This is an optimization exercise on Yosys and OpenROAD, whose aim is small area, not a production implementation.
Where RTL was checked, it was by simulation tests only, not by an equivalence proof against the original.
Only the layout flow was run in run 1; the RTL was not checked for function there.
Power and IR drop assume default switching activity.

[flow/design.v]
`default_nettype none
package pcie_tl_pkg;
    localparam int DATA_W = 32;
    localparam logic [DATA_W-1:0] REG_TC_VC_MAP    = 32'h0000_1000;
    localparam logic [DATA_W-1:0] REG_LINK_CTRL    = 32'h0000_1004;
    localparam logic [DATA_W-1:0] REG_VC_FC_STATUS = 32'h0000_1008;   
    localparam logic [DATA_W-1:0] REG_BAR0_BASE    = 32'h0000_100C;
    localparam logic [DATA_W-1:0] REG_DMA_CFG      = 32'h0000_1010;
    localparam logic [DATA_W-1:0] REG_TX_DESC_LEN  = 32'h0000_2000;
    localparam logic [DATA_W-1:0] REG_TX_DESC_ADDR = 32'h0000_2004;
    typedef logic [1:0] axi_resp_t;
    localparam axi_resp_t RESP_OKAY   = 2'd0;
    localparam axi_resp_t RESP_SLVERR = 2'd2;
    localparam int BURST_BEATS = 16;               
    localparam int TLP_BYTES   = BURST_BEATS * 4;
    localparam logic [2:0] FMT_MWR32 = 3'b010;     
    localparam logic [4:0] TYPE_MEM  = 5'b00000;
    typedef struct packed {
        logic [DATA_W-1:0] addr;
    } cpu_ar_t;
    typedef struct packed {
        logic [DATA_W-1:0] addr;
        logic [DATA_W-1:0] data;
    } cpu_aw_t;
    typedef struct packed {
        logic [DATA_W-1:0] data;
        axi_resp_t         resp;
    } cpu_r_t;
    typedef struct packed {
        logic [15:0]       len;                    
        logic [DATA_W-1:0] addr;
    } tx_desc_t;
    typedef struct packed {
        logic [DATA_W-1:0] addr;
        logic [7:0]        tag;
    } tlp_req_t;
    typedef struct packed {
        logic [2:0]        fmt;
        logic [4:0]        typ;
        logic [13:0]       rsvd;                   
        logic [9:0]        length;
        logic [15:0]       req_id;
        logic [7:0]        tag;
        logic [3:0]        last_be;
        logic [3:0]        first_be;
        logic [DATA_W-1:0] addr;
    } tlp_hdr_t;
endpackage
`default_nettype wire
`timescale 1ns/1ns
`default_nettype none
module pcie_tl #(
    parameter int NUM_VC = 8
) (
    input  wire                               aclk,
    input  wire                               arst,
    input  wire                               awvalid_i,
    input  wire                               wvalid_i,
    input  wire pcie_tl_pkg::cpu_aw_t         cpu_aw_i,
    output logic                              awready_o,
    output logic                              wready_o,
    output logic                              bvalid_o,
    input  wire                               bready_i,
    output pcie_tl_pkg::axi_resp_t            bresp_o,
    input  wire                               arvalid_i,
    input  wire pcie_tl_pkg::cpu_ar_t         araddr_i,
    output logic                              arready_o,
    output logic                              rvalid_o,
    input  wire                               rready_i,
    output pcie_tl_pkg::cpu_r_t               cpu_r_o,
    output logic                              mem_arvalid_o,
    input  wire                               mem_arready_i,
    output logic [pcie_tl_pkg::DATA_W-1:0]    mem_araddr_o,
    input  wire                               mem_rvalid_i,
    output logic                              mem_rready_o,
    input  wire [pcie_tl_pkg::DATA_W-1:0]     mem_rdata_i,
    input  wire                               mem_rlast_i,
    output logic                              tx_valid_o,
    input  wire                               tx_ready_i,
    output logic [pcie_tl_pkg::DATA_W-1:0]    tx_data_o,
    input  wire                               linkup_i,
    input  wire [NUM_VC-1:0]                  dll_vc_up_i
);
    logic [31:0] wa, wd, ra;
    logic        wr_fire, rd_fire;
    assign wa       = cpu_aw_i.addr;
    assign wd       = cpu_aw_i.data;
    assign ra       = araddr_i.addr;
    assign wr_fire  = awready_o && awvalid_i && wvalid_i;
    assign rd_fire  = arready_o && arvalid_i;
    assign wready_o = awready_o;
    function automatic logic is_mapped(input logic [31:0] addr);
        is_mapped = addr == pcie_tl_pkg::REG_TC_VC_MAP    || addr == pcie_tl_pkg::REG_LINK_CTRL   ||
                    addr == pcie_tl_pkg::REG_VC_FC_STATUS || addr == pcie_tl_pkg::REG_BAR0_BASE   ||
                    addr == pcie_tl_pkg::REG_DMA_CFG      || addr == pcie_tl_pkg::REG_TX_DESC_LEN ||
                    addr == pcie_tl_pkg::REG_TX_DESC_ADDR;
    endfunction
    logic        bresp_err;
    logic        rresp_err;
    logic [31:0] rdata_q;
    assign bresp_o = {bresp_err, 1'b0};
    assign cpu_r_o = {rdata_q, rresp_err, 1'b0};
    always_ff @(posedge aclk) begin
        if (!arst) begin
            awready_o <= 1'b0;
            bvalid_o  <= 1'b0;
            arready_o <= 1'b0;
            rvalid_o  <= 1'b0;
        end else begin
            awready_o <= awvalid_i && wvalid_i && !bvalid_o && !awready_o;
            arready_o <= arvalid_i && !arready_o && !rvalid_o;
            if (wr_fire)       bvalid_o <= 1'b1;
            else if (bready_i) bvalid_o <= 1'b0;
            if (rd_fire)       rvalid_o <= 1'b1;
            else if (rready_i) rvalid_o <= 1'b0;
        end
    end
    logic [31:0] tc_vc_map_q, link_ctrl_q, bar0_q, desc_len_q, desc_addr_q;
    logic [31:0] wd_r;
    assign wd_r = arst ? wd : 32'h0;
    always_ff @(posedge aclk) begin
        if (!arst || (wr_fire && wa == pcie_tl_pkg::REG_TC_VC_MAP))    tc_vc_map_q <= wd_r;
        if (!arst || (wr_fire && wa == pcie_tl_pkg::REG_LINK_CTRL))    link_ctrl_q <= wd_r;
        if (!arst || (wr_fire && wa == pcie_tl_pkg::REG_BAR0_BASE))    bar0_q      <= wd_r;
        if (!arst || (wr_fire && wa == pcie_tl_pkg::REG_TX_DESC_LEN))  desc_len_q  <= wd_r;
        if (!arst || (wr_fire && wa == pcie_tl_pkg::REG_TX_DESC_ADDR)) desc_addr_q <= wd_r;
    end
    localparam logic [3:0] L_IDLE  = 4'd0;
    localparam logic [3:0] L_START = 4'd1;    
    localparam logic [3:0] L_TRAIN = 4'd2;
    localparam logic [3:0] L_DONE  = 4'd7;    
    logic [3:0]        ls_q;
    logic [NUM_VC-1:0] vc_up;
    logic              link_wr;
    assign link_wr = wr_fire && wd[0] && wa == pcie_tl_pkg::REG_LINK_CTRL;
    always_comb begin
        for (int i = 0; i < NUM_VC; i++)
            vc_up[i] = ls_q == L_DONE || (ls_q[3] && ls_q[2:0] > 3'(i));
    end
    always_ff @(posedge aclk) begin
        if (!arst) begin
            ls_q <= L_IDLE;
        end else if (ls_q[3]) begin
            if (dll_vc_up_i[ls_q[2:0]]) ls_q <= ls_q == 4'hF ? L_DONE : ls_q + 1'b1;
        end else begin
            case (ls_q)
                L_IDLE:  if (link_wr) ls_q <= L_START;
                L_START: ls_q <= L_TRAIN;
                L_TRAIN: if (linkup_i) ls_q <= 4'h8;
                L_DONE:  ;
                default: ls_q <= L_IDLE;
            endcase
        end
    end
    function automatic logic [25:0] inc26(input logic [25:0] x);
        logic c;
        c = 1'b1;
        for (int i = 0; i < 26; i++) begin
            inc26[i] = x[i] ^ c;
            c        = c & x[i];
        end
    endfunction
    localparam logic [2:0] T_IDLE = 3'd0;
    localparam logic [2:0] T_HDR0 = 3'd1;
    localparam logic [2:0] T_HDR1 = 3'd2;
    localparam logic [2:0] T_HDR2 = 3'd3;
    localparam logic [2:0] T_PAY  = 3'd4;
    logic [2:0]  ts_q;
    logic        dma_pend_q;
    logic        req_valid_q;
    logic [9:0]  left_q;         
    logic [31:0] taddr_q;        
    logic [7:0]  tag_q;
    logic        dma_busy;
    logic        start_go, chunk_go, next_chunk, req_ready, last_xfer;
    logic [9:0]  chunks;
    assign chunks     = desc_len_q[15:6];
    assign dma_busy   = mem_arvalid_o || req_valid_q || ts_q != T_IDLE;
    assign start_go   = dma_pend_q && chunks != '0;
    assign last_xfer  = ts_q == T_PAY && mem_rvalid_i && tx_ready_i && mem_rlast_i;
    assign req_ready  = ts_q == T_IDLE || last_xfer;
    assign chunk_go   = (mem_arvalid_o || req_valid_q) &&
                        (!mem_arvalid_o || mem_arready_i) &&
                        (!req_valid_q || req_ready);
    assign next_chunk = chunk_go && left_q != 10'd1;
    always_ff @(posedge aclk) begin
        if (!arst) begin
            dma_pend_q    <= 1'b0;
            mem_arvalid_o <= 1'b0;
            req_valid_q   <= 1'b0;
        end else begin
            dma_pend_q <= wr_fire && wd[0] && !dma_busy && wa == pcie_tl_pkg::REG_DMA_CFG;
            if (start_go) begin
                mem_arvalid_o <= 1'b1;
                req_valid_q   <= 1'b1;
            end else if (chunk_go) begin
                mem_arvalid_o <= next_chunk;
                req_valid_q   <= next_chunk;
            end else begin
                mem_arvalid_o <= mem_arvalid_o && !mem_arready_i;
                req_valid_q   <= req_valid_q && !req_ready;
            end
        end
    end
    always_ff @(posedge aclk) begin
        if (start_go) begin
            left_q       <= chunks;
            mem_araddr_o <= desc_addr_q;
        end else if (chunk_go) begin
            left_q <= left_q - 1'b1;
            if (next_chunk) mem_araddr_o[31:6] <= inc26(mem_araddr_o[31:6]);
        end
        if (start_go) begin
            taddr_q <= bar0_q;
            tag_q   <= '0;
        end else if (last_xfer) begin
            taddr_q[31:6] <= inc26(taddr_q[31:6]);
            tag_q         <= tag_q + 1'b1;
        end
    end
    always_ff @(posedge aclk) begin
        if (!arst) begin
            ts_q <= T_IDLE;
        end else begin
            case (ts_q)
                T_IDLE: if (req_valid_q) ts_q <= T_HDR0;
                T_HDR0: if (tx_ready_i) ts_q <= T_HDR1;
                T_HDR1: if (tx_ready_i) ts_q <= T_HDR2;
                T_HDR2: if (tx_ready_i) ts_q <= T_PAY;
                T_PAY:  if (last_xfer) ts_q <= req_valid_q ? T_HDR0 : T_IDLE;
                default: ts_q <= T_IDLE;
            endcase
        end
    end
    assign mem_rready_o = ts_q == T_PAY && tx_ready_i;
    always_comb begin
        case (ts_q)
            T_HDR0:  tx_data_o = {pcie_tl_pkg::FMT_MWR32, pcie_tl_pkg::TYPE_MEM, 14'b0, 10'(pcie_tl_pkg::BURST_BEATS)};
            T_HDR1:  tx_data_o = {16'h0000, tag_q, 4'hF, 4'hF};
            T_HDR2:  tx_data_o = taddr_q;
            default: tx_data_o = mem_rdata_i;
        endcase
        tx_valid_o = ts_q == T_HDR0 || ts_q == T_HDR1 || ts_q == T_HDR2 ||
                     (ts_q == T_PAY && mem_rvalid_i);
    end
    logic [31:0] rd_data;
    logic ra_base, ra_g1, ra_g2;
    assign ra_base = ra[31:14] == '0 && ra[11:5] == '0 && ra[1:0] == '0;
    assign ra_g1   = ra_base && ra[13:12] == 2'b01;
    assign ra_g2   = ra_base && ra[13:12] == 2'b10 && ra[4:3] == 2'b00;
    always_comb begin
        rd_data = '0;
        if (ra_g1) begin
            case (ra[4:2])
                3'd0: rd_data = tc_vc_map_q;
                3'd1: rd_data = link_ctrl_q;
                3'd2: rd_data = 32'(vc_up);
                3'd3: rd_data = bar0_q;
                3'd4: rd_data = {31'b0, dma_busy};
                default: rd_data = '0;
            endcase
        end else if (ra_g2) begin
            rd_data = ra[2] ? desc_addr_q : desc_len_q;
        end
    end
    always_ff @(posedge aclk) begin
        if (wr_fire) bresp_err <= !is_mapped(wa);
        if (rd_fire) begin
            rdata_q   <= rd_data;
            rresp_err <= !is_mapped(ra);
        end
    end
endmodule
`default_nettype wire
[flow/flow/run.sh]
#!/bin/bash
# Standard ORFS layout with two changes: the port buffers are the smallest
# buffer cell, and clock tree synthesis uses small clock buffers and no dummy
# loads. Each tool's full output goes to the ORFS logs under orfs/logs and the
# make output to flow_make.log in this folder.
set -euo pipefail
export BUFFER_PORTS_ARGS="-buffer_cell sky130_fd_sc_hd__buf_1"
export CTS_ARGS="-sink_clustering_enable -repair_clock_nets -dont_use_dummy_load -buf_list {sky130_fd_sc_hd__clkbuf_4 sky130_fd_sc_hd__clkbuf_2}"
bash standard.sh > flow_make.log 2>&1
[flow/standard.sh]
#!/bin/bash
# synth_recipe.tcl (not shown) runs the flow's synth.tcl, then flattens the netlist and writes it again
# the make line also repeats each setting of config.mk as NAME=value (left out here)
make -C /OpenROAD-flow-scripts/flow DESIGN_CONFIG=/design/flow/config.mk WORK_HOME=/design/flow/orfs CLKGATE_MAP_FILE= SYNTH_SCRIPT=/design/flow/synth_recipe.tcl "${@:-finish}"
[flow/config.mk]
export PLATFORM = sky130hd
export DESIGN_NAME = pcie_tl
export DESIGN_NICKNAME = pcie_tl
export VERILOG_FILES = /design/flow/design.v
export SDC_FILE = /design/flow/constraint.sdc
export NUM_CORES = 4
export LEC_CHECK = 0
export CAP_MARGIN = 20
export CORE_MARGIN = 2
export CORE_UTILIZATION = 60
export SLEW_MARGIN = 20
[flow/constraint.sdc]
create_clock -name core_clock -period 5.0 [get_ports {aclk}]
set_input_delay 1.0000 -clock core_clock [delete_from_list [all_inputs] [get_ports {aclk}]]
set_output_delay 1.0000 -clock core_clock [all_outputs]
set_load 0.01 [all_outputs]
==> notes.md, run 1 <==
normalized max-slew margin 25.9%; largest net degree at the start of global routing 51; initial DRC count 849; crit-path max FO 2; number of buffer and inverter stages on the critical path 0; Post-synth EDFFs 268; DRT Wirelength 33,900 microns; Tcrit/Tclk final 97.2%; Worst path slowest cell edfxtp_1; Inserted Clock Buffers 75; HP Start bvalid_o; GRT met2 Usage 46.5%; fin util 70.6%; final setup vio count 0; status timing/DRC/antenna clean; setup TNS 0 ns; Slew Viols, Final 0; Vias 9,397; Hold Fails Final Rpt 0; total track usage 29.0%; Power Density 383 mW/mm^2; core box area 0.0217 sq mm; Port Buffer Count 253; clock root cell clkbuf_4; number of global-route vias before repair 9,528; Design Power 5.86 mW; actual slew at the worst max-slew pin 1.11 ns; RR Startpoint taddr_q[6]; Main synth FF type edfxtp_1; Req. time, crit path 5.34 ns; Cell Count, Final, Fillers Out 1,599; delay-heaviest family, CP adder cells; Worst EP arrival 5.20 ns; dpl hpwl 22,300 microns; DRC viols 0; Min-Delay Path Class register to register; minimum clock period 4.86 ns; DRT Pass-1 Iters 5; sequential-to-total area share from yosys stat 64.5%; Worst-Skew Late Latency 0.68 ns; Via density 5.88; WL/cell 21.2 microns; Die Y 152 microns; Synth-to-Final Area Change 16.3%; antenna-violating nets left 0; design area 0.0153 sq mm; first-pass GRT wire length 51,600 microns; fill count 1,630; R2R setup slack 0.14 ns; FFs w/ async S/R, synth 0%; placed cells 1,521; WHS 0.432 ns; peak supply drop 0.000250 V; CTS Sinks 290; share of layout cells above drive strength 1 14.7%; Max clock buf depth 3; DP Area 0.0145 sq mm; Startpoint Class register; initial antenna violation count 3; I/O pins 256; Initial Utilization 60.7%; GRT met3 Usage 6.30%; critical path class register to register; Synth Register Bits 290; hold buffers post-CTS 0; Cells after Synth 1,022; clock skew 0.0713 ns; fin nets 1,524; Crit. End Element register; post-place setup slack -0.392 ns; Mapped Area 0.0132 sq mm; Fmax achieved 0.206 GHz; Mean Syn Cell Area 12.9 sq um; Die Area 0.0231 sq mm; count of different cell masters after synthesis 58; chip width 152 microns; clock transition at the registers of the reported paths 0.06 ns; htree depth 3; TritonCTS clock tree built; global route total overflow 0; CP peak stage delay 0.39 ns; leakage dissipation 5.53 nW; met1 usage 40.1%; Yosys warnings 1; GPL Wtd Cong 0.934; Row Count 54; Max-Cap Viols 0; crit path launch taddr_q[6]; Final WS setup 0.141 ns; grt peak-use layer met2; Most common cell on crit path ha_2
## placed cells by master (no fill, tap or decap), drive strengths merged, types with 16 or more instances in the layout
| cell type | synthesis | layout |
|---|---|---|
| a21oi | 30 | 30 |
| a22oi | 39 | 39 |
| and2 | 35 | 35 |
| buf | 21 | 274 |
| clkbuf | 36 | 77 |
| dfxtp | 22 | 22 |
| edfxtp | 268 | 268 |
| ha | 57 | 57 |
| inv | 18 | 18 |
| mux2 | 24 | 24 |
| mux2i | 43 | 43 |
| nand2 | 183 | 183 |
| nor2 | 41 | 41 |
| nor4 | 16 | 16 |
| o21ai | 34 | 34 |
| o22ai | 32 | 32 |
## final cells by class
type / instances / area [sq um] / area share (%)
Inverter: 18 / 67.6 / 0.441
Clock buffer: 75 / 563 / 3.68
Timing Repair Buffer: 276 / 1130 / 7.36
Tap cell: 280 / 350 / 2.29
Multi-Input combinational cell: 658 / 4710 / 30.7
Sequential cell: 290 / 8490 / 55.5
Antenna cell: 2 / 5.00 / 0.0327
## synth_stat cells, types with 2 or more instances
cell type  instances  share of area (%)
o21ai_0           16               0.61
o21a_1             4               0.23
a22o_1            15                1.0
buf_1              5               0.14
and2_1            35                1.7
or4_1              3               0.17
a311oi_1           2               0.13
nor2b_1           10               0.48
nor4_1            16               0.76
o22a_1             4               0.27
inv_2              4               0.11
xnor2_1           10               0.67
a22oi_1           39                2.2
a31oi_1            3               0.14
or3_1              2              0.095
nor3_1             8               0.30
a21oi_1           30                1.1
o31ai_1            3               0.17
inv_1             14               0.40
nand2_1          183                5.2
edfxtp_1         268                 61
o21ai_1           18               0.68
buf_4              6               0.34
nand3_1           15               0.57
clkbuf_1          36                1.0
xor2_1             5               0.33
buf_2              9               0.34
mux2_2            24                2.1
o22ai_1           32                1.5
nand4_1            4               0.19
mux4_2             3               0.51
nand2b_1           6               0.29
ha_1              57                5.4
and3_1             6               0.29
mux2i_1           43                3.3
nor2_1            40                1.1
a32oi_1            2               0.13
dfxtp_1           22                3.3
## state kept, by name, indices dropped and copies added (netlist names), 3 cells and up
register      flops
tag_q             8
ts_q              3
taddr_q          32
rdata_q          32
desc_len_q       32
bar0_q           32
link_ctrl_q      32
left_q           10
mem_araddr_o     32
tc_vc_map_q      32
ls_q              4
desc_addr_q      32
## path summary, 6_finish.rpt
path,endpoint,cells after the start
worst max-delay path,taddr_q[31],26
worst min-delay path,awready_o,1
worst max register to register,taddr_q[31],26
worst min register to register,awready_o,1
## routing by layer
| metal | wire, microns | share of wire (%) |
|---|---|---|
| met2 | 16200 | 48 |
| met1 | 14600 | 43 |
| met3 | 2460 | 7.2 |
| met4 | 628 | 1.9 |
| met5 | 13 | 0.038 |
## kinds of logic after synthesis
family	after synthesis	synth area share, %
other	1	0.0285
DFF	290	64.5
AOI/OAI and AO/OA	177	8.90
muxes	70	5.84
and+or+nand+nor	337	11.9
buffers and inverters	75	2.45
xor gates and xnor gates	15	0.998
adders and majority gates	57	5.42
## power breakdown
group          switching [mW]  total, mW  internal [mW]
Clock                   0.804       1.49          0.681
Sequential              0.205       3.24           3.03
Combinational           0.690       1.13          0.443
## repair_timing
action                                  in CTS  in global routing
setup buffers                                1                  0
gates resized for setup                     41                 18
endpoints found under the setup margin       6                  4
pin swaps                                    4                  4
==> inputs of run 2 (changes only) <==
--- a/flow/design.v
+++ b/flow/design.v
@@ -155,7 +155,11 @@
     function automatic logic [25:0] inc26(input logic [25:0] x);
-        logic c;
-        c = 1'b1;
-        for (int i = 0; i < 26; i++) begin
-            inc26[i] = x[i] ^ c;
-            c        = c & x[i];
+        logic cb, c;
+        cb = 1'b1;
+        for (int j = 0; j < 26; j += 4) begin
+            c = cb;
+            for (int i = j; i < j + 4 && i < 26; i++) begin
+                inc26[i] = x[i] ^ c;
+                c        = c & x[i];
+            end
+            cb = cb & (&x[j +: 4]);
         end
--- a/flow/flow/run.sh
+++ b/flow/flow/run.sh
@@ -7,3 +7,3 @@
 export BUFFER_PORTS_ARGS="-buffer_cell sky130_fd_sc_hd__buf_1"
-export CTS_ARGS="-sink_clustering_enable -repair_clock_nets -dont_use_dummy_load -buf_list {sky130_fd_sc_hd__clkbuf_4 sky130_fd_sc_hd__clkbuf_2}"
+export CTS_ARGS="-sink_clustering_enable -repair_clock_nets -dont_use_dummy_load -sink_clustering_size 30 -sink_clustering_max_diameter 100 -buf_list {sky130_fd_sc_hd__clkbuf_16 sky130_fd_sc_hd__clkbuf_8}"
 bash standard.sh > flow_make.log 2>&1
--- a/flow/config.mk
+++ b/flow/config.mk
@@ -9,3 +9,3 @@
 export CORE_MARGIN = 2
-export CORE_UTILIZATION = 60
+export CORE_UTILIZATION = 80
 export SLEW_MARGIN = 20
==> notes.md, run 2 <==
cells on worst reg2reg path 8; first-pass GRT wire length 53,000 microns; Req. time, crit path 4.00 ns; top post-synthesis cells by area edfxtp_1 (61%), nand2_1 (4.6%), ha_1 (4.3%), dfxtp_1 (3.3%), mux2i_1 (2.8%); Main synth FF type edfxtp_1; commonest non-fill, non-tap cell in the layout edfxtp_1; post_cts resized 0; met2 wire len 17,000 microns; most frequent cells in the layout edfxtp_1 (268), buf_1 (250), nand2_1 (164); Cells after Synth 1,048; count of different cell masters after synthesis 58; Setup Buffers After CTS 0; WL/cell 23.9 microns; met1 wire length 12,300 microns; DRT Wirelength 35,500 microns; minimum clock period 4.09 ns; fin util 89.8%; DRT Pass-1 Iters 6; Max clock buf depth 3; Post-synth EDFFs 268; clock transition at the registers of the reported paths 0.12 ns; Crit. End Element primary output; Synth-to-Final Area Change 10.7%; fin nets 1,463; status timing/DRC/antenna clean; sw power 1.63 mW; P_int 3.92 mW; Initial Utilization 81.0%; chip width 133 microns; synth cell count leaders edfxtp_1 (268), nand2_1 (164), nor2_1 (47); largest net degree at the start of global routing 61; I/O pins 256; actual slew at the worst max-slew pin 1.25 ns; GPL Wtd Cong 0.933; Sw Share 29.3%; Worst Hold Depth 1; Flop pwr share 59.0%; Row Count 47; combinational share of power 20.2%; FFs w/ async S/R, synth 0%; fill count 718; global route total overflow 0; hold buffers post-CTS 0; R2R setup slack 1.87 ns; DRC viols 0; final setup vio count 0; initial DRC count 1,728; Power Density 376 mW/mm^2; Via density 6.75; initial antenna violation count 3; Synth Register Bits 290; HP Start bvalid_o; post-synth top area cell edfxtp_1; Tcrit/Tclk final 81.7%; peak supply drop 0.000422 V; most frequent cell after synthesis edfxtp_1; core box area 0.0164 sq mm; RR Startpoint desc_len_q[15]; TritonCTS clock tree built; Fmax achieved 0.245 GHz; WHS Endpoint awready_o; clock skew 0.0553 ns; crit-path max FO 25; Startpoint Class register; antenna-violating nets left 0; critical path class register to primary output; Worst-Skew Late Latency 0.50 ns; DP Area 0.0144 sq mm; dpl hpwl 23,700 microns; sequential-to-total area share from yosys stat 63.8%; RSZ-0062 raised after global routing no; met3 wire length 4870 microns; CTS Sinks 290; leakage dissipation 5.19 nW; Yosys warnings 3; WHS 0.446 ns; Mapped Area 0.0133 sq mm; design area 0.0147 sq mm; Vias 10,048; Die Y 133 microns; Hold Fails Final Rpt 0; normalized max-slew margin 15.9%; clock power share 20.8%; share of layout cells above drive strength 1 6.31%; Die Area 0.0177 sq mm; FF-to-FF End taddr_q[10]; Port Buffer Count 253; Max-Cap Viols 0; setup TNS 0 ns; Top Layer Used met5; htree depth 1; Inserted Clock Buffers 13; Design Power 5.54 mW; Mean Syn Cell Area 12.7 sq um; number of global-route vias before repair 9,672; Slew Viols, Final 0; total track usage 39.8%; post-synth top area share 60.5%; clock root cell clkbuf_16; Worst EP arrival 3.09 ns; Min-Delay Path Class register to register
## run 2: changes by cell type in the layout (fill, tap and decap cells not counted), moves of 15 or more
cell	change
clkbuf_4	-75
ha_1	+34
ha_2	-30
ha_4	-15
nand2_1	-17
xnor2_1	+15
## run 2: how the worst max path moves through the flow
stage / endpoint / from / slack, ns / cells after the start
6_report: tx_data_o[15] / ts_q[1] / 0.91 / 6
5_1_grt: tx_data_o[15] / ts_q[1] / 0.69 / 6
4_1_cts: tx_data_o[15] / ts_q[1] / 0.96 / 6
3_5_place_dp: tx_data_o[15] / ts_q[1] / 1.48 / 6
3_3_place_gp: tx_data_o[12] / ts_q[1] / 1.66 / 6
2_1_floorplan: bar0_q[0] / cpu_aw_i[33] / 0.33 / 4
## run 2: area by class of cell
class	count	area, sq um	area share, %
tap	220	275	1.87
timing repair buffer	266	1050	7.14
sequential	290	8490	57.6
inverter	20	75.1	0.510
antenna	1	2.50	0.0170
multi-input combinational	678	4510	30.6
clock buffer	13	325	2.21
## run 2: cells by family (layout without fill, tap and decap cells)
group | after synthesis | in the layout | synth area share, %
simple gates | 348 | 348 | 12.5
flops | 290 | 290 | 63.8
compound gates | 185 | 185 | 8.94
buf+inv | 81 | 299 | 2.58
mux | 70 | 70 | 6.00
fa+ha+maj | 46 | 46 | 4.33
xor+xnor | 27 | 27 | 1.78
other cells | 1 | 3 | 0.0282
## run 2: critical path, cell delays in order, from the launching register on
cell and delay (ns):
dfxtp_1 0.66, inv_2 0.22, nor2_1 0.51, and2_1 0.77, a22oi_1 0.16, o21ai_0 0.13, buf_1 0.17
## run 2: power groups by stage
| stage | clock, mW | sequential, mW | combinational (mW) |
|---|---|---|---|
| detailed placement | 0 | 3.31 | 1.10 |
| global placement | 0 | 3.28 | 1.05 |
| finish | 1.15 | 3.27 | 1.12 |
| global route | 1.22 | 3.29 | 1.22 |
| floorplan | 0 | 3.27 | 0.704 |
| CTS | 1.14 | 3.25 | 1.12 |
## run 2: per-layer routing
metal	vias up	track usage, %
met5	-	0
met4	2	15.2
met3	126	8.77
met2	842	63.5
met1	4728	54.8
li1	4350	-
## run 2: per-stage QoR
stage / cells / setup slack [ns]
after global placement: 1474 / 1.66
after CTS: 1487 / 0.964
after floorplan: 1049 / 0.328
final: 1488 / 0.913
after detailed placement: 1474 / 1.48
after global routing: 1488 / 0.686
==> inputs of run 3 (changes only) <==
--- a/flow/flow/run.sh
+++ b/flow/flow/run.sh
@@ -7,3 +7,3 @@
 export BUFFER_PORTS_ARGS="-buffer_cell sky130_fd_sc_hd__buf_1"
-export CTS_ARGS="-sink_clustering_enable -repair_clock_nets -dont_use_dummy_load -sink_clustering_size 30 -sink_clustering_max_diameter 100 -buf_list {sky130_fd_sc_hd__clkbuf_16 sky130_fd_sc_hd__clkbuf_8}"
+export CTS_ARGS="-sink_clustering_enable -repair_clock_nets -dont_use_dummy_load -sink_clustering_size 16 -sink_clustering_max_diameter 100 -buf_list {sky130_fd_sc_hd__clkbuf_8 sky130_fd_sc_hd__clkbuf_4 sky130_fd_sc_hd__clkbuf_2}"
 bash standard.sh > flow_make.log 2>&1
==> notes.md, run 3 <==
status timing/DRC/antenna clean; initial DRC count 1,499; htree depth 1; clock root cell clkbuf_8; peak supply drop 0.000296 V; Slew Viols, Final 0; hold buffers post-CTS 0; minimum clock period 4.19 ns; commonest non-fill, non-tap cell in the layout edfxtp_1; global route total overflow 0; FFs w/ async S/R, synth 0%; first-pass GRT wire length 53,700 microns; DRT Wirelength 36,000 microns; DRC viols 0; normalized max-slew margin 22.4%; crit-path max FO 25; Min-Delay Path Class register to register; fill count 727; Mean Syn Cell Area 12.7 sq um; sequential-to-total area share from yosys stat 63.8%; post_cts resized 0; Row Count 47; Setup Buffers After CTS 0; Tcrit/Tclk final 83.8%; Cell Count, Final, Fillers Out 1,497; Die Y 133 microns; Mapped Area 0.0133 sq mm; post-synth top area cell edfxtp_1; Synth Register Bits 290; dpl hpwl 23,700 microns; Max clock buf depth 3; Fmax achieved 0.239 GHz; chip width 133 microns; RSZ-0062 raised after global routing no; Req. time, crit path 4.00 ns; share of layout cells above drive strength 1 6.97%; Main synth FF type edfxtp_1; TritonCTS clock tree built; final setup vio count 0; Power Density 374 mW/mm^2; compound-gate portion of the synthesized area 8.94%; post-synth top area share 60.5%; synth cell count leaders edfxtp_1 (268), nand2_1 (164), nor2_1 (47); Startpoint Class register; most frequent cells in the layout edfxtp_1 (268), buf_1 (250), nand2_1 (164); core box area 0.0164 sq mm; DRT Pass-1 Iters 5; clock transition at the registers of the reported paths 0.10 ns; initial antenna violation count 3; top post-synthesis cells by area edfxtp_1 (61%), nand2_1 (4.6%), ha_1 (4.3%), dfxtp_1 (3.3%), mux2i_1 (2.8%); XOR/XNOR Fraction of Synth Area 1.78%; most frequent cell after synthesis edfxtp_1; Max-Cap Viols 0; setup TNS 0 ns; Cells after Synth 1,048; Yosys warnings 3; CTS Sinks 290; Crit. End Element primary output; Port Buffer Count 253; critical path class register to primary output; Hold Fails Final Rpt 0; Vias 10,115; antenna-violating nets left 0; GPL Wtd Cong 0.933; Worst EP arrival 3.19 ns; largest family of logic cells by synthesized area simple AND/OR/NAND/NOR gates; WL/cell 24.1 microns; Inserted Clock Buffers 22; leakage dissipation 5.19 nW; simple-gate share of the synthesized area 12.5%; Synth-to-Final Area Change 10.6%; actual slew at the worst max-slew pin 1.15 ns; clock skew 0.0831 ns; fin nets 1,472; largest net degree at the start of global routing 61; Worst-Skew Late Latency 0.56 ns; count of different cell masters after synthesis 58; I/O pins 256; placed cells 1,474; Die Area 0.0177 sq mm; number of global-route vias before repair 9,863; Synth Area in Adders 4.33%; Initial Utilization 81.0%; post-synthesis mux area share 6.00%; total track usage 40.6%; Via density 6.76; Post-synth EDFFs 268
-- run 3: cell count changes in the layout (fill, tap and decap cells not counted), sizes merged --
cell and change:
clkbuf +9
-- run 3: worst paths after layout --
path | from | endpoint | slack [ns] | cells past startpoint
setup / recovery | ts_q[1] | tx_data_o[15] | 0.81 | 6
hold / removal | arready_o | arready_o | 0.47 | 1
setup reg to reg | desc_len_q[15] | taddr_q[21] | 1.93 | 8
hold reg to reg | arready_o | arready_o | 0.47 | 1
-- run 3: power breakdown --
part	internal, mW	total, mW	switching, mW
Clock	0.396	1.11	0.714
Combinational	0.425	1.12	0.699
Sequential	3.02	3.27	0.246
-- run 3: final cells by class --
cell class	instances	area (sq um)	area share, %
flip-flops and latches	290	8490	57.7
multi-input cells	678	4510	30.7
repair buffers	266	1050	7.15
clock buffers	22	303	2.06
well taps	220	275	1.87
inverters	20	75.1	0.511
diodes	1	2.50	0.0170
-- run 3: kinds of logic (layout without fill, tap and decap cells) --
logic type	after synthesis	count (layout)
and+or+nand+nor	348	348
DFF	290	290
AOI/OAI and AO/OA	185	185
muxes	70	70
other	1	3
adders and majority gates	46	46
buffers and inverters	81	308
xor gates and xnor gates	27	27
-- run 3: routing by layer --
metal / wire length [microns] / vias to the layer above / part of all wire [%] / track usage (%)
met1: 12300 / 4719 / 34 / 53.5
met5: 71 / - / 0.20 / 0
met2: 17200 / 896 / 48 / 65.5
met4: 1550 / 4 / 4.3 / 16.7
met3: 4980 / 143 / 14 / 10.8
li1: - / 4353 / - / -
-- run 3: critical path: stages (launching register included) --
cell and delay, ns:
dfxtp_1 0.66, inv_2 0.22, nor2_1 0.52, and2_1 0.77, a22oi_1 0.16, o21ai_0 0.14
buf_1 0.18
-- run 3: per-stage QoR --
step / util [%] / worst slack [ns] / hold WS (ns) / area (sq um) / power (mW)
2_1_floorplan: - / 0.328 / 0.420 / 13300 / 3.97
4_1_cts: 89.6 / 0.899 / 0.458 / 14700 / 5.46
3_5_place_dp: 87.8 / 1.48 / 0.429 / 14400 / 4.41
5_1_grt: 89.6 / 0.616 / 0.476 / 14700 / 5.69
3_3_place_gp: 87.8 / 1.66 / 0.425 / 14400 / 4.33
6_report: 89.6 / 0.812 / 0.470 / 14700 / 5.50
==> inputs of run 4 (changes only) <==
--- a/flow/flow/run.sh
+++ b/flow/flow/run.sh
@@ -7,3 +7,3 @@
 export BUFFER_PORTS_ARGS="-buffer_cell sky130_fd_sc_hd__buf_1"
-export CTS_ARGS="-sink_clustering_enable -repair_clock_nets -dont_use_dummy_load -sink_clustering_size 16 -sink_clustering_max_diameter 100 -buf_list {sky130_fd_sc_hd__clkbuf_8 sky130_fd_sc_hd__clkbuf_4 sky130_fd_sc_hd__clkbuf_2}"
+export CTS_ARGS="-sink_clustering_enable -repair_clock_nets -dont_use_dummy_load -sink_clustering_size 12 -sink_clustering_max_diameter 60 -buf_list {sky130_fd_sc_hd__clkbuf_8 sky130_fd_sc_hd__clkbuf_4 sky130_fd_sc_hd__clkbuf_2}"
 bash standard.sh > flow_make.log 2>&1
--- a/flow/config.mk
+++ b/flow/config.mk
@@ -9,3 +9,3 @@
 export CORE_MARGIN = 2
-export CORE_UTILIZATION = 80
+export CORE_UTILIZATION = 70
 export SLEW_MARGIN = 20
==> notes.md, run 4 <==
largest net degree at the start of global routing 63; commonest non-fill, non-tap cell in the layout edfxtp_1; fill count 1,169; Slew Viols, Final 0; Synth-to-Final Area Change 11.6%; initial DRC count 1,035; Yosys warnings 3; peak supply drop 0.000315 V; TritonCTS clock tree built; Req. time, crit path 4.00 ns; Post-synth EDFFs 268; total track usage 33.0%; Power Density 377 mW/mm^2; Cells after Synth 1,048; Worst-Skew Late Latency 0.57 ns; Main synth FF type edfxtp_1; RSZ-0062 raised after global routing no; status timing/DRC/antenna clean; Setup Buffers After CTS 0; Die Y 142 microns; Mapped Area 0.0133 sq mm; first-pass GRT wire length 50,000 microns; global route total overflow 0; DRT Pass-1 Iters 5; Startpoint Class register; fin nets 1,481; Max-Cap Viols 0; Initial Utilization 71.3%; antenna-violating nets left 0; synth cell count leaders edfxtp_1 (268), nand2_1 (164), nor2_1 (47); Inserted Clock Buffers 28; cells on worst reg2reg path 5; CP Cell Sequence inv_2 -> nor2_1 -> and2_1 -> a22oi_1 -> o21ai_0 -> buf_1; Worst path slowest cell dfxtp_1; fin util 79.6%; GPL Wtd Cong 0.936; number of global-route vias before repair 8,984; normalized max-slew margin 22.8%; post_cts resized 0; clock transition at the registers of the reported paths 0.08 ns; final setup vio count 0; hold buffers post-CTS 0; FF-to-FF End mem_araddr_o[24]; DRC viols 0; Port Buffer Count 253; clock root cell clkbuf_8; Max clock buf depth 3; initial antenna violation count 0; WHS Endpoint mem_araddr_o[3]; Fmax achieved 0.251 GHz; crit-path max FO 25; Vias 9,639; Worst Hold Depth 0; CTS Sinks 290; critical path class register to primary output; Die Area 0.0201 sq mm; n_diodes 0; actual slew at the worst max-slew pin 1.15 ns; FFs w/ async S/R, synth 0%; Hold Fails Final Rpt 0; dpl hpwl 22,600 microns; crit path launch ts_q[1]; most frequent cell after synthesis edfxtp_1; Mean Syn Cell Area 12.7 sq um; sequential-to-total area share from yosys stat 63.8%; clock skew 0.0290 ns; htree depth 1; top post-synthesis cells by area edfxtp_1 (61%), nand2_1 (4.6%), ha_1 (4.3%), dfxtp_1 (3.3%), mux2i_1 (2.8%); Tcrit/Tclk final 79.7%; Synth Register Bits 290; Worst EP arrival 2.98 ns; I/O pins 256; Via density 6.35; Crit. End Element primary output; count of different cell masters after synthesis 58; share of layout cells above drive strength 1 7.63%; DRT Wirelength 33,000 microns; Min-Delay Path Class register to register; RR Startpoint ts_q[2]; post-synth top area share 60.5%; WL/cell 21.8 microns; DP Area 0.0144 sq mm; leakage dissipation 5.25 nW; post-synth top area cell edfxtp_1; chip width 142 microns; R2R setup slack 2.17 ns; core box area 0.0186 sq mm; most frequent cells in the layout edfxtp_1 (268), buf_1 (250), nand2_1 (164); HP Start desc_addr_q[3]; setup TNS 0 ns; CP peak stage delay 0.83 ns; minimum clock period 3.98 ns; design area 0.0148 sq mm; Row Count 50
==> run 4: cell count changes in the layout (fill, tap and decap cells not counted) <==
cell      before  now
clkbuf_8      22   28
buf_12         0    1
buf_4         13   14
buf_8          0    1
diode_2        1    0
nand3_1       11   12
nand3_2        1    0
nor2_1        47   46
nor2_4         0    1
==> run 4: metrics by stage <==
step	worst slack [ns]	power (mW)	std cells	hold slack, ns
floorplan	0.328	3.97	1049	0.420
global placement	1.71	4.36	1490	0.423
detailed placement	1.65	4.41	1490	0.431
CTS	1.07	5.59	1518	0.435
global route	0.795	5.84	1519	0.449
finish	1.02	5.60	1519	0.436
==> run 4: cells by family (layout without fill, tap and decap cells) <==
| group | after synthesis | count (layout) | share of synthesized area [%] |
|---|---|---|---|
| buffers and inverters | 81 | 317 | 2.58 |
| AND/OR/NAND/NOR | 348 | 348 | 12.5 |
| flip-flops | 290 | 290 | 63.8 |
| multiplexers | 70 | 70 | 6.00 |
| adder cells (fa/ha/maj) | 46 | 46 | 4.33 |
| other | 1 | 2 | 0.0282 |
| AO/OA/AOI/OAI | 185 | 185 | 8.94 |
| XOR/XNOR | 27 | 27 | 1.78 |
==> run 4: worst max path at each step <==
stage,endpoint,slack (ns)
global placement,desc_len_q[20],1.71
detailed placement,desc_len_q[14],1.65
floorplan,bar0_q[0],0.33
global route,tx_data_o[12],0.79
finish,tx_data_o[12],1.02
CTS,tx_data_o[12],1.07
==> run 4: cell type report <==
class                           instances  area, sq um  share of cell area, %
Clock buffer                           28          385                   2.60
Inverter                               20         75.1                  0.506
Multi-Input combinational cell        678         4510                   30.4
Timing Repair Buffer                  269         1090                   7.37
Sequential cell                       290         8490                   57.2
Tap cell                              234          293                   1.97
==> run 4: layer usage <==
metal / track usage [%] / vias up / share of wire [%]
li1: - / 4384 / -
met1: 48.1 / 4600 / 40
met2: 50.9 / 595 / 46
met3: 6.85 / 60 / 11
met4: 10.2 / 0 / 2.6
met5: 0 / - / 0
==> run 4: report_power, final <==
| group | switching [mW] | internal, mW | leakage [nW] | total [mW] |
|---|---|---|---|---|
| combinational | 0.686 | 0.427 | 2.28 | 1.11 |
| sequential | 0.242 | 3.02 | 2.77 | 3.26 |
| clock | 0.728 | 0.497 | 0.201 | 1.23 |
| total | 1.66 | 3.95 | 5.25 | 5.60 |
==> run 4: critical path, delay by kind of cell, from the launching register on <==
| family | cells | cell delay, ns |
|---|---|---|
| compound gates | 2 | 0.27 |
| buf+inv | 2 | 0.44 |
| flops | 1 | 0.83 |
| simple gates | 2 | 0.88 |
==> inputs of run 5 (changes only) <==
--- a/flow/design.v
+++ b/flow/design.v
@@ -127,7 +127,7 @@
     end
-    localparam logic [3:0] L_IDLE  = 4'd0;
-    localparam logic [3:0] L_START = 4'd1;    
-    localparam logic [3:0] L_TRAIN = 4'd2;
-    localparam logic [3:0] L_DONE  = 4'd7;    
-    logic [3:0]        ls_q;
+    localparam logic [1:0] L_IDLE  = 2'd0;
+    localparam logic [1:0] L_START = 2'd1;    
+    localparam logic [1:0] L_TRAIN = 2'd2;
+    localparam logic [1:0] L_WALK  = 2'd3;
+    logic [1:0]        ls_q;
     logic [NUM_VC-1:0] vc_up;
@@ -135,11 +135,6 @@
     assign link_wr = wr_fire && wd[0] && wa == pcie_tl_pkg::REG_LINK_CTRL;
-    always_comb begin
-        for (int i = 0; i < NUM_VC; i++)
-            vc_up[i] = ls_q == L_DONE || (ls_q[3] && ls_q[2:0] > 3'(i));
-    end
-    always_ff @(posedge aclk) begin
-        if (!arst) begin
-            ls_q <= L_IDLE;
-        end else if (ls_q[3]) begin
-            if (dll_vc_up_i[ls_q[2:0]]) ls_q <= ls_q == 4'hF ? L_DONE : ls_q + 1'b1;
+    always_ff @(posedge aclk) begin
+        if (!arst) begin
+            ls_q  <= L_IDLE;
+            vc_up <= '0;
         end else begin
@@ -148,6 +143,9 @@
                 L_START: ls_q <= L_TRAIN;
-                L_TRAIN: if (linkup_i) ls_q <= 4'h8;
-                L_DONE:  ;
-                default: ls_q <= L_IDLE;
+                L_TRAIN: if (linkup_i) ls_q <= L_WALK;
+                default: ;
             endcase
+            if (ls_q == L_WALK) begin
+                for (int i = 0; i < NUM_VC; i++)
+                    if ((i == 0 || vc_up[i == 0 ? 0 : i - 1]) && dll_vc_up_i[i]) vc_up[i] <= 1'b1;
+            end
         end
@@ -166,8 +164,3 @@
     endfunction
-    localparam logic [2:0] T_IDLE = 3'd0;
-    localparam logic [2:0] T_HDR0 = 3'd1;
-    localparam logic [2:0] T_HDR1 = 3'd2;
-    localparam logic [2:0] T_HDR2 = 3'd3;
-    localparam logic [2:0] T_PAY  = 3'd4;
-    logic [2:0]  ts_q;
+    logic        h0_q, h1_q, h2_q, pay_q;
     logic        dma_pend_q;
@@ -181,6 +174,6 @@
     assign chunks     = desc_len_q[15:6];
-    assign dma_busy   = mem_arvalid_o || req_valid_q || ts_q != T_IDLE;
+    assign dma_busy   = mem_arvalid_o || req_valid_q || h0_q || h1_q || h2_q || pay_q;
     assign start_go   = dma_pend_q && chunks != '0;
-    assign last_xfer  = ts_q == T_PAY && mem_rvalid_i && tx_ready_i && mem_rlast_i;
-    assign req_ready  = ts_q == T_IDLE || last_xfer;
+    assign last_xfer  = pay_q && mem_rvalid_i && tx_ready_i && mem_rlast_i;
+    assign req_ready  = !(h0_q || h1_q || h2_q || pay_q) || last_xfer;
     assign chunk_go   = (mem_arvalid_o || req_valid_q) &&
@@ -226,45 +219,39 @@
         if (!arst) begin
-            ts_q <= T_IDLE;
-        end else begin
-            case (ts_q)
-                T_IDLE: if (req_valid_q) ts_q <= T_HDR0;
-                T_HDR0: if (tx_ready_i) ts_q <= T_HDR1;
-                T_HDR1: if (tx_ready_i) ts_q <= T_HDR2;
-                T_HDR2: if (tx_ready_i) ts_q <= T_PAY;
-                T_PAY:  if (last_xfer) ts_q <= req_valid_q ? T_HDR0 : T_IDLE;
-                default: ts_q <= T_IDLE;
-            endcase
-        end
-    end
-    assign mem_rready_o = ts_q == T_PAY && tx_ready_i;
-    always_comb begin
-        case (ts_q)
-            T_HDR0:  tx_data_o = {pcie_tl_pkg::FMT_MWR32, pcie_tl_pkg::TYPE_MEM, 14'b0, 10'(pcie_tl_pkg::BURST_BEATS)};
-            T_HDR1:  tx_data_o = {16'h0000, tag_q, 4'hF, 4'hF};
-            T_HDR2:  tx_data_o = taddr_q;
-            default: tx_data_o = mem_rdata_i;
-        endcase
-        tx_valid_o = ts_q == T_HDR0 || ts_q == T_HDR1 || ts_q == T_HDR2 ||
-                     (ts_q == T_PAY && mem_rvalid_i);
-    end
+            h0_q  <= 1'b0;
+            h1_q  <= 1'b0;
+            h2_q  <= 1'b0;
+            pay_q <= 1'b0;
+        end else begin
+            h0_q  <= (req_ready && req_valid_q) || (h0_q && !tx_ready_i);
+            h1_q  <= (h0_q && tx_ready_i) || (h1_q && !tx_ready_i);
+            h2_q  <= (h1_q && tx_ready_i) || (h2_q && !tx_ready_i);
+            pay_q <= (h2_q && tx_ready_i) || (pay_q && !last_xfer);
+        end
+    end
+    assign mem_rready_o = pay_q && tx_ready_i;
+    assign tx_valid_o   = h0_q || h1_q || h2_q || (pay_q && mem_rvalid_i);
+    assign tx_data_o    = ({32{pay_q}} & mem_rdata_i) |
+                          ({32{h0_q}}  & {pcie_tl_pkg::FMT_MWR32, pcie_tl_pkg::TYPE_MEM, 14'b0,
+                                          10'(pcie_tl_pkg::BURST_BEATS)}) |
+                          ({32{h1_q}}  & {16'h0000, tag_q, 4'hF, 4'hF}) |
+                          ({32{h2_q}}  & taddr_q);
+    localparam int R_TC = 0, R_LC = 1, R_VC = 2, R_B0 = 3, R_DMA = 4, R_LEN = 5, R_ADDR = 6;
+    logic [6:0]  rsel_q;
     logic [31:0] rd_data;
-    logic ra_base, ra_g1, ra_g2;
-    assign ra_base = ra[31:14] == '0 && ra[11:5] == '0 && ra[1:0] == '0;
-    assign ra_g1   = ra_base && ra[13:12] == 2'b01;
-    assign ra_g2   = ra_base && ra[13:12] == 2'b10 && ra[4:3] == 2'b00;
-    always_comb begin
-        rd_data = '0;
-        if (ra_g1) begin
-            case (ra[4:2])
-                3'd0: rd_data = tc_vc_map_q;
-                3'd1: rd_data = link_ctrl_q;
-                3'd2: rd_data = 32'(vc_up);
-                3'd3: rd_data = bar0_q;
-                3'd4: rd_data = {31'b0, dma_busy};
-                default: rd_data = '0;
-            endcase
-        end else if (ra_g2) begin
-            rd_data = ra[2] ? desc_addr_q : desc_len_q;
-        end
-    end
+    always_ff @(posedge aclk) begin
+        rsel_q[R_TC]   <= ra == pcie_tl_pkg::REG_TC_VC_MAP;
+        rsel_q[R_LC]   <= ra == pcie_tl_pkg::REG_LINK_CTRL;
+        rsel_q[R_VC]   <= ra == pcie_tl_pkg::REG_VC_FC_STATUS;
+        rsel_q[R_B0]   <= ra == pcie_tl_pkg::REG_BAR0_BASE;
+        rsel_q[R_DMA]  <= ra == pcie_tl_pkg::REG_DMA_CFG;
+        rsel_q[R_LEN]  <= ra == pcie_tl_pkg::REG_TX_DESC_LEN;
+        rsel_q[R_ADDR] <= ra == pcie_tl_pkg::REG_TX_DESC_ADDR;
+    end
+    assign rd_data = ({32{rsel_q[R_TC]}}   & tc_vc_map_q) |
+                     ({32{rsel_q[R_LC]}}   & link_ctrl_q) |
+                     ({32{rsel_q[R_VC]}}   & 32'(vc_up)) |
+                     ({32{rsel_q[R_B0]}}   & bar0_q) |
+                     ({32{rsel_q[R_DMA]}}  & {31'b0, dma_busy}) |
+                     ({32{rsel_q[R_LEN]}}  & desc_len_q) |
+                     ({32{rsel_q[R_ADDR]}} & desc_addr_q);
     always_ff @(posedge aclk) begin
@@ -273,3 +260,3 @@
             rdata_q   <= rd_data;
-            rresp_err <= !is_mapped(ra);
+            rresp_err <= !(|rsel_q);
         end
--- a/flow/flow/run.sh
+++ b/flow/flow/run.sh
@@ -7,3 +7,3 @@
 export BUFFER_PORTS_ARGS="-buffer_cell sky130_fd_sc_hd__buf_1"
-export CTS_ARGS="-sink_clustering_enable -repair_clock_nets -dont_use_dummy_load -sink_clustering_size 12 -sink_clustering_max_diameter 60 -buf_list {sky130_fd_sc_hd__clkbuf_8 sky130_fd_sc_hd__clkbuf_4 sky130_fd_sc_hd__clkbuf_2}"
+export CTS_ARGS="-sink_clustering_enable -repair_clock_nets -dont_use_dummy_load -sink_clustering_size 16 -sink_clustering_max_diameter 100 -buf_list {sky130_fd_sc_hd__clkbuf_8 sky130_fd_sc_hd__clkbuf_4 sky130_fd_sc_hd__clkbuf_2}"
 bash standard.sh > flow_make.log 2>&1
--- a/flow/config.mk
+++ b/flow/config.mk
@@ -9,3 +9,3 @@
 export CORE_MARGIN = 2
-export CORE_UTILIZATION = 70
+export CORE_UTILIZATION = 72
 export SLEW_MARGIN = 20
==> notes.md, run 5 <==
sequential-to-total area share from yosys stat 68.6%; CTS Sinks 304; DRC viols 0; Mapped Area 0.0128 sq mm; DRT Wirelength 32,300 microns; Die Area 0.0188 sq mm; minimum clock period 3.11 ns; Die Y 137 microns; DRT Pass-1 Iters 11; Inserted Clock Buffers 22; clock transition at the registers of the reported paths 0.10 ns; post-synth top area cell edfxtp_1; Cell Count, Final, Fillers Out 1,419; combinational share of power 3.5%; fin util 82.2%; clock root cell clkbuf_8; Min-Delay Path Class register to register; sw power 0.866 mW; Via density 6.38; placed cells 1,396; TritonCTS clock tree built; Startpoint Class input port; leakage dissipation 4.95 nW; actual slew at the worst max-slew pin 1.07 ns; core box area 0.0174 sq mm; final setup vio count 0; Main synth FF type edfxtp_1; initial DRC count 1,040; normalized max-slew margin 28.6%; synth cell count leaders edfxtp_1 (268), nand2_1 (171), clkbuf_1 (52); clock skew 0.0266 ns; largest net degree at the start of global routing 59; Synth Register Bits 304; FFs w/ async S/R, synth 0%; Worst-Skew Late Latency 0.55 ns; hold buffers post-CTS 0; Worst EP arrival 3.34 ns; Tcrit/Tclk final 62.3%; post-synth top area share 62.9%; Hold Fails Final Rpt 0; Row Count 48; antenna-violating nets left 0; post_cts resized 0; fin nets 1,386; Post-synth EDFFs 268; share of layout cells above drive strength 1 4.36%; WL/cell 22.7 microns; initial antenna violation count 1; global route total overflow 0; Max clock buf depth 3; fill count 1,050; Mean Syn Cell Area 13.3 sq um; Port Buffer Count 253; number of global-route vias before repair 8,838; clock power share 26.6%; Sw Share 20.7%; first-pass GRT wire length 47,600 microns; RSZ-0062 raised after global routing no; GPL Wtd Cong 1.01; top post-synthesis cells by area edfxtp_1 (63%), dfxtp_1 (5.6%), nand2_1 (5.0%), ha_1 (4.2%), a22oi_1 (2.9%); total track usage 34.4%; most frequent cells in the layout edfxtp_1 (268), buf_1 (252), nand2_1 (171); Yosys warnings 3; Synth-to-Final Area Change 11.6%; I/O pins 256; crit-path max FO 18; Vias 9,055; P_int 3.31 mW; peak supply drop 0.000244 V; Slew Viols, Final 0; Power Density 293 mW/mm^2; Fmax achieved 0.321 GHz; Setup Buffers After CTS 0; critical path class input port to register; Max-Cap Viols 0; htree depth 1; Req. time, crit path 5.22 ns; Crit. End Element register; Flop pwr share 69.9%; Cells after Synth 960; WHS 0.456 ns; dpl hpwl 22,300 microns; most frequent cell after synthesis edfxtp_1; commonest non-fill, non-tap cell in the layout edfxtp_1; Initial Utilization 73.7%; chip width 137 microns; count of different cell masters after synthesis 51; status timing/DRC/antenna clean
[run 5: cell types whose count changed after synthesis, sizes merged, moves of 14 or more]
cell,before,now
o22ai,28,1
nor2,47,27
mux2,28,0
a21oi,32,11
o21ai,48,30
a222oi,0,32
dfxtp,22,36
mux2i,37,3
[run 5: final timing paths]
path | slack (ns) | end | from | depth (start not counted)
worst min register to register | 0.46 | arready_o | arready_o | 1
worst min-delay path | 0.46 | arready_o | arready_o | 1
worst max-delay path | 1.89 | link_ctrl_q[9] | cpu_aw_i[33] | 6
worst max register to register | 2.10 | taddr_q[29] | taddr_q[6] | 10
[run 5: cell families after synthesis]
group,count (synthesis),share of synthesized area (%)
simple gates,339,12.9
flops,304,68.6
compound gates,165,9.80
buf+inv,80,2.50
fa+ha+maj,43,4.21
xor+xnor,25,1.71
mux,3,0.235
other cells,1,0.0293
[run 5: power groups by stage]
stage                     Combinational (mW)  Clock (mW)  Sequential [mW]
final                                  0.147        1.11             2.92
after CTS                              0.145        1.12             2.92
after detailed placement               0.144           0             2.98
after floorplan                       0.0566           0             2.96
after global routing                   0.158        1.18             2.93
after global placement                 0.139           0             2.97
[run 5: layer usage]
layer | GRT usage, % | share of wire, %
met5 | 0 | 0
met4 | 16.4 | 4.7
met3 | 5.08 | 9.5
met2 | 60.0 | 50
met1 | 42.5 | 36
[run 5: critical path: stages]
cell and delay, ns:
buf_1 0.06, or4_1 0.53, or3_4 0.38, or3b_4 0.47
o21ai_4 0.53, buf_4 0.36
[run 5: through the flow]
stage	TNS (ns)	total power, mW	worst slack, ns	instance area (sq um)
2_1_floorplan	-8.21	3.02	-0.0918	12800
3_3_place_gp	0	3.11	1.36	14000
3_5_place_dp	0	3.12	1.32	14000
4_1_cts	0	4.18	1.89	14300
5_1_grt	0	4.27	1.75	14300
6_report	0	4.18	1.89	14300
[run 5: cell type report]
type	instances	area (sq um)	area share, %
Clock buffer	22	303	2.12
Multi-Input combinational cell	577	3760	26.4
Sequential cell	304	8770	61.4
Antenna cell	1	2.50	0.0175
Timing Repair Buffer	269	1080	7.56
Inverter	21	78.8	0.552
Tap cell	225	282	1.97
==> inputs of run 6 (changes only) <==
--- a/flow/config.mk
+++ b/flow/config.mk
@@ -7,5 +7,5 @@
 export LEC_CHECK = 0
-export CAP_MARGIN = 20
+export CAP_MARGIN = 0
 export CORE_MARGIN = 2
 export CORE_UTILIZATION = 72
-export SLEW_MARGIN = 20
+export SLEW_MARGIN = 0
==> notes.md, run 6 <==
global route total overflow 0; share of layout cells above drive strength 1 4.19%; Via density 6.45; dpl hpwl 22,200 microns; WHS Endpoint arready_o; Crit. End Element register; cells on worst reg2reg path 6; clock root cell clkbuf_8; DRT Wirelength 32,200 microns; Sw Share 20.8%; status timing/DRC/antenna clean; Worst EP arrival 3.32 ns; Worst Hold Depth 1; sw power 0.870 mW; Flop pwr share 69.9%; placed cells 1,395; Mapped Area 0.0128 sq mm; RSZ-0062 raised after global routing no; htree depth 1; DP Area 0.0140 sq mm; Slew Viols, Final 0; Inserted Clock Buffers 22; number of global-route vias before repair 8,757; combinational share of power 3.5%; FFs w/ async S/R, synth 0%; count of different cell masters after synthesis 51; Port Buffer Count 253; Post-synth EDFFs 268; chip width 137 microns; RR Startpoint pay_q; Vias 9,145; HP Start arready_o; Setup Buffers After CTS 0; CP Cell Sequence buf_1 -> or4_1 -> or4_2 -> or2_0 -> o21ai_4 -> buf_4; Fmax achieved 0.321 GHz; WHS 0.452 ns; Synth Register Bits 304; I/O pins 256; P_int 3.31 mW; Max-Cap Viols 0; Cells after Synth 960; post_cts resized 0; Req. time, crit path 5.20 ns; TritonCTS clock tree built; post-synth top area share 62.9%; Worst-Skew Late Latency 0.54 ns; top post-synthesis cells by area edfxtp_1 (63%), dfxtp_1 (5.6%), nand2_1 (5.0%), ha_1 (4.2%), a22oi_1 (2.9%); post-synth top area cell edfxtp_1; clock transition at the registers of the reported paths 0.10 ns; Synth-to-Final Area Change 11.5%; initial DRC count 1,123; sequential-to-total area share from yosys stat 68.6%; GPL Wtd Cong 1.01; most frequent cells in the layout edfxtp_1 (268), buf_1 (252), nand2_1 (171); clock power share 26.7%; WL/cell 22.7 microns; critical path class input port to register; Min-Delay Path Class register to register; DRC viols 0; Design Power 4.18 mW; Yosys warnings 3; synth cell count leaders edfxtp_1 (268), nand2_1 (171), clkbuf_1 (52); Cell Count, Final, Fillers Out 1,418; Die Y 137 microns; clock skew 0.0135 ns; fin nets 1,385; Max clock buf depth 3; peak supply drop 0.000235 V; Startpoint Class input port; Tcrit/Tclk final 62.3%; Worst path slowest cell or4_2; CP peak stage delay 0.58 ns; minimum clock period 3.12 ns; commonest non-fill, non-tap cell in the layout edfxtp_1; crit-path max FO 23; CTS Sinks 304; Initial Utilization 73.7%; hold buffers post-CTS 0; Main synth FF type edfxtp_1; design area 0.0143 sq mm; R2R setup slack 1.99 ns; actual slew at the worst max-slew pin 1.20 ns; normalized max-slew margin 19.8%; Mean Syn Cell Area 13.3 sq um; largest net degree at the start of global routing 59; FF-to-FF End mem_araddr_o[28]; first-pass GRT wire length 47,300 microns; antenna-violating nets left 0; Die Area 0.0188 sq mm; core box area 0.0174 sq mm; total track usage 34.3%; leakage dissipation 4.95 nW; Hold Fails Final Rpt 0; Power Density 293 mW/mm^2; most frequent cell after synthesis edfxtp_1; Row Count 48; initial antenna violation count 1; DRT Pass-1 Iters 6; final setup vio count 0; setup TNS 0 ns
==> run 6: logic make-up after synthesis <==
family | share of synthesized area (%)
buf+inv | 2.50
xor+xnor | 1.71
mux | 0.235
other cells | 0.0293
simple gates | 12.9
fa+ha+maj | 4.21
flops | 68.6
compound gates | 9.80
==> run 6: layer usage <==
metal / global-route usage (%) / vias to the layer above / routed length, microns
met2: 59.6 / 586 / 16200
met5: 0 / - / 0
met4: 15.4 / 0 / 1390
li1: - / 4081 / -
met3: 4.75 / 77 / 2730
met1: 43.3 / 4401 / 11900
==> run 6: power by group through the flow <==
stage                     registers [mW]  clock network (mW)  logic [mW]
final                               2.92                1.11       0.146
after global routing                2.93                1.18       0.157
after CTS                           2.92                1.12       0.144
after detailed placement            2.98                   0       0.143
after global placement              2.97                   0       0.139
after floorplan                     2.96                   0      0.0566
==> run 6: stage by stage <==
step                utilization (%)  setup slack (ns)
floorplan                         -           -0.0918
global placement               80.4              1.36
detailed placement             80.4              1.32
CTS                            82.1              1.89
global route                   82.2              1.76
finish                         82.2              1.88
==> run 6: final cells by class <==
class | instances | area, sq um
sequential | 304 | 8770
multi-input combinational | 577 | 3760
fill | 1034 | 3100
timing repair buffer | 268 | 1060
clock buffer | 22 | 303
tap | 225 | 282
inverter | 21 | 78.8
antenna | 1 | 2.50
==> run 6: how the worst max path moves through the flow <==
stage,slack (ns),endpoint,startpoint,cells after the start
global route,1.76,desc_len_q[15],cpu_aw_i[33],6
detailed placement,1.32,desc_len_q[24],cpu_aw_i[33],6
floorplan,-0.09,tc_vc_map_q[0],cpu_aw_i[33],4
CTS,1.89,desc_len_q[17],cpu_aw_i[33],6
finish,1.88,desc_len_q[10],cpu_aw_i[33],6
global placement,1.36,link_ctrl_q[13],cpu_aw_i[33],6
==> run 6: worst max-delay path: cells and delay by family <==
kind | cells | cell delay (ns)
AOI/OAI and AO/OA | 1 | 0.38
and+or+nand+nor | 3 | 1.44
buffers and inverters | 2 | 0.48
==> inputs of run 7 (changes only) <==
--- a/flow/config.mk
+++ b/flow/config.mk
@@ -7,5 +7,5 @@
 export LEC_CHECK = 0
-export CAP_MARGIN = 0
+export CAP_MARGIN = 20
 export CORE_MARGIN = 2
-export CORE_UTILIZATION = 72
-export SLEW_MARGIN = 0
+export CORE_UTILIZATION = 80
+export SLEW_MARGIN = 20
==> notes.md, run 7 <==
Req. time, crit path 5.26 ns; share of layout cells above drive strength 1 4.60%; fin nets 1,388; crit-path max FO 21; initial DRC count 1,674; leakage dissipation 4.96 nW; Min-Delay Path Class register to register; post-synth top area share 62.9%; actual slew at the worst max-slew pin 1.08 ns; Final WS setup 1.61 ns; core box area 0.0158 sq mm; Port Buffer Count 253; normalized max-slew margin 28.0%; WHS 0.455 ns; Mean Syn Cell Area 13.3 sq um; Worst-Skew Late Latency 0.57 ns; Die Y 130 microns; Hold Fails Final Rpt 0; crit path launch cpu_aw_i[33]; commonest non-fill, non-tap cell in the layout edfxtp_1; sequential-to-total area share from yosys stat 68.6%; count of different cell masters after synthesis 51; post-place setup slack 1.11 ns; Row Count 46; DRT Pass-1 Iters 10; GPL Wtd Cong 1.01; dpl hpwl 24,700 microns; Initial Utilization 81.1%; Cells after Synth 960; clock transition at the registers of the reported paths 0.09 ns; top post-synthesis cells by area edfxtp_1 (63%), dfxtp_1 (5.6%), nand2_1 (5.0%), ha_1 (4.2%), a22oi_1 (2.9%); Via density 6.93; Mapped Area 0.0128 sq mm; Yosys warnings 3; Tcrit/Tclk final 67.8%; htree depth 1; clock skew 0.0210 ns; Synth-to-Final Area Change 11.7%; critical path class input port to register; WHS Endpoint awready_o; peak supply drop 0.000286 V; FF-to-FF End mem_araddr_o[29]; R2R setup slack 1.78 ns; Post-synth EDFFs 268; clock root cell clkbuf_8; RR Startpoint mem_araddr_o[6]; Synth Register Bits 304; Power Density 295 mW/mm^2; status timing/DRC/antenna clean; largest net degree at the start of global routing 93; post-synth top area cell edfxtp_1; HP Start bvalid_o; Die Area 0.0170 sq mm; TritonCTS clock tree built; global route total overflow 0; most frequent cells in the layout edfxtp_1 (268), buf_1 (252), nand2_1 (171); Worst Hold Depth 1; first-pass GRT wire length 53,100 microns; post_cts resized 0; RSZ-0062 raised after global routing no; Max-Cap Viols 0; hold buffers post-CTS 0; I/O pins 256; CTS Sinks 304; Max clock buf depth 3; Crit. End Element register; Inserted Clock Buffers 22; cells on worst reg2reg path 10; Fmax achieved 0.295 GHz; WL/cell 25.9 microns; most frequent cell after synthesis edfxtp_1; synth cell count leaders edfxtp_1 (268), nand2_1 (171), clkbuf_1 (52); final setup vio count 0; antenna-violating nets left 0; Main synth FF type edfxtp_1; DRC viols 0; Setup Buffers After CTS 0; Worst EP arrival 3.64 ns; Slew Viols, Final 0; total track usage 43.0%; number of global-route vias before repair 9,599; FFs w/ async S/R, synth 0%; initial antenna violation count 3; chip width 130 microns; DRT Wirelength 36,600 microns; Startpoint Class input port; minimum clock period 3.39 ns; Vias 9,793
run 7: worst max-delay path by stage:
stage | endpoint | slack [ns] | depth (start not counted)
global placement | tc_vc_map_q[18] | 1.21 | 6
global route | tc_vc_map_q[28] | 1.51 | 6
CTS | tc_vc_map_q[28] | 1.67 | 6
detailed placement | tc_vc_map_q[18] | 1.11 | 6
finish | tc_vc_map_q[28] | 1.61 | 6
floorplan | tc_vc_map_q[0] | -0.09 | 4
run 7: layout make-up:
class	count	area [sq um]
Sequential cell	304	8770
Multi-Input combinational cell	577	3770
Fill cell	640	1490
Timing Repair Buffer	271	1090
Clock buffer	22	303
Tap cell	216	270
Inverter	21	78.8
Antenna cell	3	7.51
run 7: critical path: stages:
cell,delay [ns]
buf_1,0.06
or4_1,0.54
or4_2,0.59
or2_0,0.35
o21ai_4,0.72
buf_4,0.37
run 7: through the flow:
stage	std cells	TNS [ns]	power [mW]	util, %	area [sq um]
detailed placement	1389	0	3.13	88.6	14000
global route	1414	0	4.29	90.6	14300
global placement	1389	0	3.11	88.6	14000
CTS	1411	0	4.18	90.5	14300
finish	1414	0	4.22	90.6	14300
floorplan	961	-8.21	3.02	-	12800
run 7: power breakdown:
part	switching [mW]	total, mW	internal [mW]	leakage, nW
Sequential	0.0641	2.93	2.87	2.73
Combinational	0.105	0.153	0.0485	2.07
Clock	0.735	1.13	0.397	0.158
run 7: metal layers:
| layer | global-route usage [%] | wire (microns) |
|---|---|---|
| met1 | 51.8 | 11300 |
| met2 | 73.1 | 18000 |
| met3 | 10.1 | 5090 |
| met4 | 23.3 | 2240 |
| met5 | 0 | 0 |
run 7: logic make-up after synthesis:
| kind of cell | Yosys count | share of synthesized area [%] |
|---|---|---|
| fa+ha+maj | 43 | 4.21 |
| flops | 304 | 68.6 |
| xor+xnor | 25 | 1.71 |
| compound gates | 165 | 9.80 |
| mux | 3 | 0.235 |
| buf+inv | 80 | 2.50 |
| simple gates | 339 | 12.9 |
| other cells | 1 | 0.0293 |

-- afterwards: timing with drivers on the ports --
Ports are ideal in the flow. The routed layouts listed here were re-timed in OpenROAD. Step 1 sets driving cells, clkbuf_16 on the clock port and buf_2 on the other inputs (assumed; they add their load-dependent delay and slew). Step 2 also shifts input and output timing later by t, the mid clock arrival at the registers, as if the neighbouring blocks saw the same clock. Slacks: ideal / step 1 / step 2; pairs: ideal / step 1.
run	t, ns	slack for setup (ns)	hold WS [ns]	worst setup path after step 2
run 1	0.684	0.141 / 0.141 / 0.141	0.432 / 0.432 / 0.432	register to register
run 2	0.514	0.913 / 0.871 / 1.386	0.446 / 0.446 / 0.446	register to output
run 3	0.555	0.812 / 0.771 / 1.326	0.470 / 0.470 / 0.470	register to output
run 4	0.597	1.016 / 0.977 / 1.574	0.436 / 0.436 / 0.436	register to output
run 5	0.573	1.886 / 1.905 / 1.333	0.456 / 0.456 / 0.456	input to register
run 6	0.575	1.884 / 1.905 / 1.330	0.452 / 0.452 / 0.452	input to register
run 7	0.595	1.612 / 1.631 / 1.036	0.455 / 0.455 / 0.455	input to register
After both steps setup and hold are still met in every run listed. The setup slack of run 7, which loses most, moves by +0.019 ns with the drivers and by -0.576 ns with both steps.
